Context: an optimization exercise on an open-source flow, tuned for small area. The choices shown serve that exercise and are no tape-out recipe. Only simulation tests tie the RTL to the original design; equivalence was not proved. Power is estimated from default activity; no workload was simulated.

==> raven: inputs <==
==> flow/design.v <==
`default_nettype none
package video_pkg;
	typedef struct packed {
		logic [5:0] r;
		logic [5:0] g;
		logic [5:0] b;
	} rgb666_t;
	typedef struct packed {
		logic [7:0] h;
		logic [7:0] s;
		logic [7:0] v;
	} hsv_t;
	typedef struct packed {
		logic [10:0] hcount;
		logic [9:0] vcount;
		logic hsync;
		logic vsync;
		logic blank;
	} raster_t;
	typedef enum logic [1:0] {
		MODE_VIDEO = 2'd0,
		MODE_TRACK = 2'd1,
		MODE_CURSOR = 2'd2,
		MODE_HSV = 2'd3
	} overlay_mode_e;
endpackage
`default_nettype wire
`default_nettype none
package track_pkg;
	typedef struct packed {
		logic [10:0] x;
		logic [9:0] y;
	} pos_t;
	typedef struct packed {
		logic up;
		logic down;
		logic left;
		logic right;
	} buttons_t;
	typedef struct packed {
		logic [7:0] hue;
		pos_t pos;
	} readout_t;
endpackage
`default_nettype wire
`default_nettype none
module debounce (
	input wire logic clk,
	input wire logic rst,
	input wire logic raw,
	output logic clean
);
	localparam int CNT_W = $clog2(16);
	logic [CNT_W-1:0] cnt;
	logic differ;
	assign differ = raw ^ clean;
	always_ff @(posedge clk) begin
		if (rst || !differ) begin
			cnt <= '0;
		end else begin
			cnt <= cnt + 1'b1;
		end
	end
	always_ff @(posedge clk) begin
		if (rst) begin
			clean <= 1'b0;
		end else if (differ && (&cnt)) begin
			clean <= raw;
		end
	end
endmodule
`default_nettype wire
`default_nettype none
module cursor_mover (
	input wire logic clk,
	input wire logic rst,
	input wire logic step,
	input wire track_pkg::buttons_t buttons,
	output track_pkg::pos_t cursor
);
	logic y_inc, y_dec, x_inc, x_dec;
	assign y_inc = step & buttons.down & ~(cursor.y[9] & cursor.y[8]);
	assign y_dec = step & ~y_inc & buttons.up & (|cursor.y);
	assign x_inc = step & buttons.right & ~cursor.x[10];
	assign x_dec = step & ~x_inc & buttons.left & (|cursor.x);
	logic [10:0] y_t;
	logic [11:0] x_t;
	assign y_t[0] = y_inc | y_dec;
	assign x_t[0] = x_inc | x_dec;
	for (genvar i = 0; i < 10; i++) begin : g_yt
		assign y_t[i+1] = y_t[i] & (cursor.y[i] ^ y_dec);
	end
	for (genvar i = 0; i < 11; i++) begin : g_xt
		assign x_t[i+1] = x_t[i] & (cursor.x[i] ^ x_dec);
	end
	always_ff @(posedge clk) begin
		if (rst) begin
			cursor <= '0;
		end else begin
			cursor.y <= cursor.y ^ y_t[9:0];
			cursor.x <= cursor.x ^ x_t[10:0];
		end
	end
endmodule
`default_nettype wire
`default_nettype none
module sync_delay #(
	parameter int DEPTH = 22
) (
	input wire logic clk,
	input wire video_pkg::raster_t raster,
	output video_pkg::raster_t raster_del
);
	logic [23:0] pipe [DEPTH];
	always_ff @(posedge clk) begin
		pipe[0] <= raster;
		for (int i = 1; i < DEPTH; i++) begin
			pipe[i] <= pipe[i-1];
		end
	end
	assign raster_del = pipe[DEPTH-1];
endmodule
`default_nettype wire
`default_nettype none
module overlay_mixer (
	input wire logic clk,
	input wire logic rst,
	input wire video_pkg::overlay_mode_e mode,
	input wire video_pkg::raster_t raster,
	input wire logic [2:0] syncs_del,
	input wire video_pkg::rgb666_t pixel_in,
	input wire video_pkg::hsv_t hsv_in,
	input wire track_pkg::pos_t com_pos,
	input wire track_pkg::pos_t light_pos,
	input wire track_pkg::pos_t cursor,
	input wire logic com_ready,
	output video_pkg::rgb666_t pixel_out,
	output logic hsync_out,
	output logic vsync_out,
	output logic blank_out,
	output track_pkg::pos_t com_latched
);
	always_ff @(posedge clk) begin
		if (rst) begin
			com_latched <= '0;
		end else if (com_ready) begin
			com_latched <= com_pos;
		end
	end
	logic near_x, near_y;
	logic near_com;
	logic on_light;
	logic on_cursor;
	logic hue_ok;
	logic sv_ok;
	logic use_pixel;
	logic [5:0] c_r, c_g, c_b;
	near2 #(.W(11)) u_near_x (.a(raster.hcount), .b(com_latched.x), .near(near_x));
	near2 #(.W(10)) u_near_y (.a(raster.vcount), .b(com_latched.y), .near(near_y));
	assign near_com = near_x | near_y;
	assign on_light = (raster.hcount == light_pos.x) || (raster.vcount == light_pos.y);
	assign on_cursor = (raster.hcount == cursor.x) || (raster.vcount == cursor.y);
	assign hue_ok = (hsv_in.h >= 8'hEB) && (hsv_in.h <= 8'hFA);
	assign sv_ok = (hsv_in.s > 8'h88) && (hsv_in.v > 8'h88);
	always_comb begin
		use_pixel = 1'b0;
		c_r = '0;
		c_g = '0;
		c_b = '0;
		case (mode)
			video_pkg::MODE_TRACK: begin
				if (near_com) c_g = '1;
				else if (on_light) c_b = '1;
				else use_pixel = 1'b1;
			end
			video_pkg::MODE_CURSOR: begin
				if (on_cursor) c_g = '1;
				else if (on_light) c_b = '1;
				else use_pixel = 1'b1;
			end
			video_pkg::MODE_HSV: begin
				c_r = {6{hue_ok}};
				c_g = {6{hue_ok & sv_ok}};
				c_b = {6{sv_ok}};
			end
			default: use_pixel = 1'b1;
		endcase
	end
	always_ff @(posedge clk) begin
		if (rst) begin
			pixel_out <= '0;
			hsync_out <= 1'b0;
			vsync_out <= 1'b0;
			blank_out <= 1'b1;
		end else begin
			pixel_out <= (pixel_in & {18{use_pixel}}) | {c_r, c_g, c_b};
			if (mode == video_pkg::MODE_HSV) begin
				{hsync_out, vsync_out, blank_out} <= syncs_del;
			end else begin
				hsync_out <= raster.hsync;
				vsync_out <= raster.vsync;
				blank_out <= raster.blank;
			end
		end
	end
endmodule
module near2 #(parameter int W = 11) (
	input wire logic [W-1:0] a,
	input wire logic [W-1:0] b,
	output logic near
);
	logic [W:0] bw;
	logic [W-1:0] d;
	assign bw[0] = 1'b0;
	for (genvar i = 0; i < W; i++) begin : g_b
		assign d[i] = a[i] ^ b[i] ^ bw[i];
		assign bw[i+1] = (~a[i] & b[i]) | (~(a[i] ^ b[i]) & bw[i]);
	end
	assign near = bw[W] ? (&d[W-1:1]) : ((d[W-1:2] == '0) && !(d[1] && d[0]));
endmodule
`default_nettype wire
`default_nettype none
module readout_latch (
	input wire logic clk,
	input wire logic rst,
	input wire logic track_en,
	input wire logic del_valid,
	input wire track_pkg::pos_t pos_del,
	input wire video_pkg::hsv_t hsv_in,
	input wire track_pkg::pos_t com_latched,
	input wire track_pkg::pos_t cursor,
	output track_pkg::readout_t readout
);
	logic at_com;
	logic at_cursor;
	assign at_com = del_valid ? (pos_del == com_latched) : (com_latched == '0);
	assign at_cursor = del_valid ? (pos_del == cursor) : (cursor == '0);
	always_ff @(posedge clk) begin
		if (rst) begin
			readout <= '0;
		end else if ((track_en && at_com) || at_cursor) begin
			readout.hue <= hsv_in.h;
			readout.pos <= pos_del & {21{del_valid}};
		end
	end
endmodule
`default_nettype wire
`default_nettype none
module video_overlay (
	input wire logic clk,
	input wire logic rst,
	input wire logic [1:0] switches,
	input wire track_pkg::buttons_t buttons,
	input wire video_pkg::raster_t raster,
	input wire video_pkg::rgb666_t pixel_in,
	input wire video_pkg::hsv_t hsv_in,
	input wire track_pkg::pos_t com_pos,
	input wire track_pkg::pos_t light_pos,
	input wire logic com_ready,
	output video_pkg::rgb666_t pixel_out,
	output logic hsync_out,
	output logic vsync_out,
	output logic blank_out,
	output track_pkg::readout_t readout
);
	video_pkg::overlay_mode_e mode;
	logic track_en;
	wire track_pkg::buttons_t buttons_db;
	track_pkg::pos_t cursor;
	track_pkg::pos_t com_latched;
	video_pkg::raster_t raster_pipe;
	video_pkg::raster_t raster_del;
	assign mode = video_pkg::overlay_mode_e'(switches);
	assign track_en = switches[0];
	logic [2:0] step_cnt;
	logic [1:0] age;
	logic del_valid;
	always_ff @(posedge clk) begin
		if (rst) begin
			step_cnt <= '0;
			age <= '0;
		end else begin
			step_cnt <= step_cnt + 1'b1;
			if ((&step_cnt) && !(&age)) age <= age + 1'b1;
		end
	end
	assign del_valid = (&age) | (age[1] & step_cnt[2] & step_cnt[1]);
	for (genvar i = 0; i < 4; i++) begin : g_db
		debounce u_debounce (
			.clk(clk),
			.rst(rst),
			.raw(buttons[i]),
			.clean(buttons_db[i])
		);
	end
	cursor_mover u_cursor_mover (
		.clk(clk),
		.rst(rst),
		.step(step_cnt == '0),
		.buttons(buttons_db),
		.cursor(cursor)
	);
	sync_delay u_sync_delay (
		.clk(clk),
		.raster(raster),
		.raster_del(raster_pipe)
	);
	assign raster_del = {raster_pipe[23:3], raster_pipe[2:0] & {3{del_valid}}};
	overlay_mixer u_overlay_mixer (
		.clk(clk),
		.rst(rst),
		.mode(mode),
		.raster(raster),
		.syncs_del(raster_del[2:0]),
		.pixel_in(pixel_in),
		.hsv_in(hsv_in),
		.com_pos(com_pos),
		.light_pos(light_pos),
		.cursor(cursor),
		.com_ready(com_ready),
		.pixel_out(pixel_out),
		.hsync_out(hsync_out),
		.vsync_out(vsync_out),
		.blank_out(blank_out),
		.com_latched(com_latched)
	);
	readout_latch u_readout_latch (
		.clk(clk),
		.rst(rst),
		.track_en(track_en),
		.del_valid(del_valid),
		.pos_del(raster_del[23:3]),
		.hsv_in(hsv_in),
		.com_latched(com_latched),
		.cursor(cursor),
		.readout(readout)
	);
endmodule
`default_nettype wire
==> flow/flow/run.sh <==
#!/bin/bash
# standard layout, with minimum-size port buffers and a leaner clock tree
set -euo pipefail
export BUFFER_PORTS_ARGS="-buffer_cell sky130_fd_sc_hd__buf_1"
export CTS_ARGS="-sink_clustering_enable -repair_clock_nets -dont_use_dummy_load -buf_list sky130_fd_sc_hd__clkbuf_4 -sink_clustering_size 12 -sink_clustering_max_diameter 40"
bash standard.sh > standard_flow.log 2>&1
==> flow/standard.sh <==
#!/bin/bash
# synth_recipe.tcl (not shown) runs the flow's synth.tcl, then flattens the netlist and writes it again
# the make line also repeats each setting of config.mk as NAME=value (left out here)
make -C /OpenROAD-flow-scripts/flow DESIGN_CONFIG=/design/flow/config.mk WORK_HOME=/design/flow/orfs CLKGATE_MAP_FILE= SYNTH_SCRIPT=/design/flow/synth_recipe.tcl "${@:-finish}"
==> flow/config.mk <==
export PLATFORM = sky130hd
export DESIGN_NAME = video_overlay
export DESIGN_NICKNAME = video_overlay
export VERILOG_FILES = /design/flow/design.v
export SDC_FILE = /design/flow/constraint.sdc
export NUM_CORES = 4
export LEC_CHECK = 0
export CAP_MARGIN = 20
export CORE_MARGIN = 2
export CORE_UTILIZATION = 50
export SLEW_MARGIN = 20
==> flow/constraint.sdc <==
create_clock -name core_clock -period 6.0 [get_ports {clk}]
set_input_delay 1.2000 -clock core_clock [delete_from_list [all_inputs] [get_ports {clk}]]
set_output_delay 1.2000 -clock core_clock [all_outputs]
set_load 0.01 [all_outputs]
==> inputs of indigo, as changes to raven <==
==> flow/flow/run.sh (replaced) <==
#!/bin/bash
# standard layout, with minimum-size port buffers and a leaner clock tree
set -euo pipefail
export BUFFER_PORTS_ARGS="-buffer_cell sky130_fd_sc_hd__buf_1"
export CTS_ARGS="-sink_clustering_enable -repair_clock_nets -dont_use_dummy_load -buf_list sky130_fd_sc_hd__clkbuf_8 -sink_clustering_size 24 -sink_clustering_max_diameter 40"
bash standard.sh > standard_flow.log 2>&1
--- a/flow/config.mk
+++ b/flow/config.mk
@@ -8,4 +8,4 @@
 export CAP_MARGIN = 20
 export CORE_MARGIN = 2
-export CORE_UTILIZATION = 50
+export CORE_UTILIZATION = 70
 export SLEW_MARGIN = 20
==> inputs of umber, as changes to raven <==
==> flow/design.v (replaced) <==
`default_nettype none
package video_pkg;
	typedef struct packed {
		logic [5:0] r;
		logic [5:0] g;
		logic [5:0] b;
	} rgb666_t;
	typedef struct packed {
		logic [7:0] h;
		logic [7:0] s;
		logic [7:0] v;
	} hsv_t;
	typedef struct packed {
		logic [10:0] hcount;
		logic [9:0] vcount;
		logic hsync;
		logic vsync;
		logic blank;
	} raster_t;
	typedef enum logic [1:0] {
		MODE_VIDEO = 2'd0,
		MODE_TRACK = 2'd1,
		MODE_CURSOR = 2'd2,
		MODE_HSV = 2'd3
	} overlay_mode_e;
endpackage
`default_nettype wire
`default_nettype none
package track_pkg;
	typedef struct packed {
		logic [10:0] x;
		logic [9:0] y;
	} pos_t;
	typedef struct packed {
		logic up;
		logic down;
		logic left;
		logic right;
	} buttons_t;
	typedef struct packed {
		logic [7:0] hue;
		pos_t pos;
	} readout_t;
endpackage
`default_nettype wire
`default_nettype none
module debounce (
	input wire logic clk,
	input wire logic rst,
	input wire logic raw,
	output logic clean
);
	localparam int CNT_W = $clog2(16);
	localparam logic [CNT_W-1:0] CNT_LAST = CNT_W'(16 - 1);
	logic [CNT_W-1:0] cnt;
	always_ff @(posedge clk) begin
		if (rst) begin
			cnt <= '0;
			clean <= 1'b0;
		end else if (raw == clean) begin
			cnt <= '0;
		end else if (cnt == CNT_LAST) begin
			clean <= raw;
			cnt <= '0;
		end else begin
			cnt <= cnt + 1'b1;
		end
	end
endmodule
`default_nettype wire
`default_nettype none
module cursor_mover (
	input wire logic clk,
	input wire logic rst,
	input wire track_pkg::buttons_t buttons,
	output track_pkg::pos_t cursor
);
	logic [3-1:0] step_cnt;
	logic step;
	assign step = (step_cnt == '0);
	always_ff @(posedge clk) begin
		if (rst) begin
			step_cnt <= '0;
		end else begin
			step_cnt <= step_cnt + 1'b1;
		end
	end
	always_ff @(posedge clk) begin
		if (rst) begin
			cursor <= '0;
		end else if (step) begin
			if (buttons.down && cursor.y < 10'd768) begin
				cursor.y <= cursor.y + 10'd1;
			end else if (buttons.up && cursor.y > 10'd0) begin
				cursor.y <= cursor.y - 10'd1;
			end
			if (buttons.right && cursor.x < 11'd1024) begin
				cursor.x <= cursor.x + 11'd1;
			end else if (buttons.left && cursor.x > 11'd0) begin
				cursor.x <= cursor.x - 11'd1;
			end
		end
	end
endmodule
`default_nettype wire
`default_nettype none
module sync_delay #(
	parameter int DEPTH = 22
) (
	input wire logic clk,
	input wire logic rst,
	input wire video_pkg::raster_t raster,
	output video_pkg::raster_t raster_del
);
	logic [23:0] pipe [DEPTH];
	always_ff @(posedge clk) begin
		if (rst) begin
			for (int i = 0; i < DEPTH; i++) begin
				pipe[i] <= '0;
			end
		end else begin
			pipe[0] <= raster;
			for (int i = 1; i < DEPTH; i++) begin
				pipe[i] <= pipe[i-1];
			end
		end
	end
	assign raster_del = pipe[DEPTH-1];
endmodule
`default_nettype wire
`default_nettype none
module overlay_mixer (
	input wire logic clk,
	input wire logic rst,
	input wire video_pkg::overlay_mode_e mode,
	input wire video_pkg::raster_t raster,
	input wire video_pkg::raster_t raster_del,
	input wire video_pkg::rgb666_t pixel_in,
	input wire video_pkg::hsv_t hsv_in,
	input wire track_pkg::pos_t com_pos,
	input wire track_pkg::pos_t light_pos,
	input wire track_pkg::pos_t cursor,
	input wire logic com_ready,
	output video_pkg::rgb666_t pixel_out,
	output logic hsync_out,
	output logic vsync_out,
	output logic blank_out,
	output track_pkg::pos_t com_latched
);
	always_ff @(posedge clk) begin
		if (rst) begin
			com_latched <= '0;
		end else if (com_ready) begin
			com_latched <= com_pos;
		end
	end
	logic near_com;
	logic on_light;
	logic on_cursor;
	logic hue_ok;
	logic sv_ok;
	video_pkg::rgb666_t pixel_next;
	assign near_com =
		({1'b0, raster.hcount} + 12'(2) >= {1'b0, com_latched.x} &&
		 {1'b0, com_latched.x} + 12'(2) >= {1'b0, raster.hcount}) ||
		({1'b0, raster.vcount} + 11'(2) >= {1'b0, com_latched.y} &&
		 {1'b0, com_latched.y} + 11'(2) >= {1'b0, raster.vcount});
	assign on_light = (raster.hcount == light_pos.x) || (raster.vcount == light_pos.y);
	assign on_cursor = (raster.hcount == cursor.x) || (raster.vcount == cursor.y);
	assign hue_ok = (hsv_in.h >= 8'hEB) && (hsv_in.h <= 8'hFA);
	assign sv_ok = (hsv_in.s > 8'h88) && (hsv_in.v > 8'h88);
	always_comb begin
		pixel_next = pixel_in;
		case (mode)
			video_pkg::MODE_TRACK: begin
				if (near_com) pixel_next = 18'b000000_111111_000000;
				else if (on_light) pixel_next = 18'b000000_000000_111111;
			end
			video_pkg::MODE_CURSOR: begin
				if (on_cursor) pixel_next = 18'b000000_111111_000000;
				else if (on_light) pixel_next = 18'b000000_000000_111111;
			end
			video_pkg::MODE_HSV: begin
				if (hue_ok && sv_ok) pixel_next = 18'b111111_111111_111111;
				else if (hue_ok) pixel_next = 18'b111111_000000_000000;
				else if (sv_ok) pixel_next = 18'b000000_000000_111111;
				else pixel_next = 18'b000000_000000_000000;
			end
			default: pixel_next = pixel_in;
		endcase
	end
	always_ff @(posedge clk) begin
		if (rst) begin
			pixel_out <= '0;
			hsync_out <= 1'b0;
			vsync_out <= 1'b0;
			blank_out <= 1'b1;
		end else begin
			pixel_out <= pixel_next;
			if (mode == video_pkg::MODE_HSV) begin
				hsync_out <= raster_del.hsync;
				vsync_out <= raster_del.vsync;
				blank_out <= raster_del.blank;
			end else begin
				hsync_out <= raster.hsync;
				vsync_out <= raster.vsync;
				blank_out <= raster.blank;
			end
		end
	end
endmodule
`default_nettype wire
`default_nettype none
module readout_latch (
	input wire logic clk,
	input wire logic rst,
	input wire logic track_en,
	input wire video_pkg::raster_t raster_del,
	input wire video_pkg::hsv_t hsv_in,
	input wire track_pkg::pos_t com_latched,
	input wire track_pkg::pos_t cursor,
	output track_pkg::readout_t readout
);
	logic at_com;
	logic at_cursor;
	assign at_com = (raster_del.hcount == com_latched.x) &&
		(raster_del.vcount == com_latched.y);
	assign at_cursor = (raster_del.hcount == cursor.x) &&
		(raster_del.vcount == cursor.y);
	always_ff @(posedge clk) begin
		if (rst) begin
			readout <= '0;
		end else if (track_en && at_com) begin
			readout.hue <= hsv_in.h;
			readout.pos <= com_latched;
		end else if (at_cursor) begin
			readout.hue <= hsv_in.h;
			readout.pos <= cursor;
		end
	end
endmodule
`default_nettype wire
`default_nettype none
module video_overlay (
	input wire logic clk,
	input wire logic rst,
	input wire logic [1:0] switches,
	input wire track_pkg::buttons_t buttons,
	input wire video_pkg::raster_t raster,
	input wire video_pkg::rgb666_t pixel_in,
	input wire video_pkg::hsv_t hsv_in,
	input wire track_pkg::pos_t com_pos,
	input wire track_pkg::pos_t light_pos,
	input wire logic com_ready,
	output video_pkg::rgb666_t pixel_out,
	output logic hsync_out,
	output logic vsync_out,
	output logic blank_out,
	output track_pkg::readout_t readout
);
	video_pkg::overlay_mode_e mode;
	logic track_en;
	wire track_pkg::buttons_t buttons_db;
	track_pkg::pos_t cursor;
	track_pkg::pos_t com_latched;
	video_pkg::raster_t raster_del;
	assign mode = video_pkg::overlay_mode_e'(switches);
	assign track_en = switches[0];
	for (genvar i = 0; i < 4; i++) begin : g_db
		debounce u_debounce (
			.clk(clk),
			.rst(rst),
			.raw(buttons[i]),
			.clean(buttons_db[i])
		);
	end
	cursor_mover u_cursor_mover (
		.clk(clk),
		.rst(rst),
		.buttons(buttons_db),
		.cursor(cursor)
	);
	sync_delay u_sync_delay (
		.clk(clk),
		.rst(rst),
		.raster(raster),
		.raster_del(raster_del)
	);
	overlay_mixer u_overlay_mixer (
		.clk(clk),
		.rst(rst),
		.mode(mode),
		.raster(raster),
		.raster_del(raster_del),
		.pixel_in(pixel_in),
		.hsv_in(hsv_in),
		.com_pos(com_pos),
		.light_pos(light_pos),
		.cursor(cursor),
		.com_ready(com_ready),
		.pixel_out(pixel_out),
		.hsync_out(hsync_out),
		.vsync_out(vsync_out),
		.blank_out(blank_out),
		.com_latched(com_latched)
	);
	readout_latch u_readout_latch (
		.clk(clk),
		.rst(rst),
		.track_en(track_en),
		.raster_del(raster_del),
		.hsv_in(hsv_in),
		.com_latched(com_latched),
		.cursor(cursor),
		.readout(readout)
	);
endmodule
`default_nettype wire
==> flow/run.sh (new file) <==
#!/bin/bash
# synth_recipe.tcl (not shown) runs the flow's synth.tcl, then flattens the netlist and writes it again
# the make line also repeats each setting of config.mk as NAME=value (left out here)
make -C /OpenROAD-flow-scripts/flow DESIGN_CONFIG=/design/flow/config.mk WORK_HOME=/design/flow/orfs CLKGATE_MAP_FILE= SYNTH_SCRIPT=/design/flow/synth_recipe.tcl finish
--- a/flow/config.mk
+++ b/flow/config.mk
@@ -8,4 +8,4 @@
 export CAP_MARGIN = 20
 export CORE_MARGIN = 2
-export CORE_UTILIZATION = 50
+export CORE_UTILIZATION = 40
 export SLEW_MARGIN = 20
removed: flow/flow/run.sh
removed: flow/standard.sh
==> comparison <==
- indigo ran to the end with violations: negative setup slack. raven completed with no timing, DRC or antenna violations. umber ran to the end with no violations.
- Die area: umber is higher than raven (about 60%).
- Between raven and indigo, the lower maximum frequency is in indigo (gap about 2.3%, measured against indigo).
- Area after synthesis: indigo is smaller than umber (about 23%).
- In indigo the total power is higher than in raven, by about 2%.
- The highest setup slack belongs to umber, the lowest to indigo.
- The highest critical path depth belongs to indigo, the lowest to umber.
- Non-clock buffer count: raven > indigo > umber.
- Clock power, highest first: umber, indigo, raven.

what the ideal ports hide:
The flow's constraints put no driver on any port. The routed layouts listed below were extracted and timed again, unchanged, in two steps.
Step 1 sets driving cells, clkbuf_16 on the clock port and buf_2 on the other inputs (assumed; they add their load-dependent delay and slew).
Step 2 adds t to the input delays and takes it off the output delays; t is the mean of the earliest and latest rising clock arrival at the registers after step 1. Input paths then give back, and output paths get back, about the clock's delay inside the block.
Slacks: ideal ports / drivers / drivers and shift; pairs: ideal ports / drivers.
| run | t (ns) | setup slack, ns | worst setup path after step 2 |
|---|---|---|---|
| raven | 0.695 | 0.098 / 0.120 / -0.574 | input to register |
| indigo | 0.595 | -0.037 / -0.074 / -0.669 | input to register |
| umber | 0.675 | 1.917 / 1.946 / 1.271 | input to register |
Met with ideal ports but missed after step 2: setup timing in raven. For raven, which loses most, drivers alone change the setup slack by +0.022 ns; drivers and shift together by -0.672 ns.
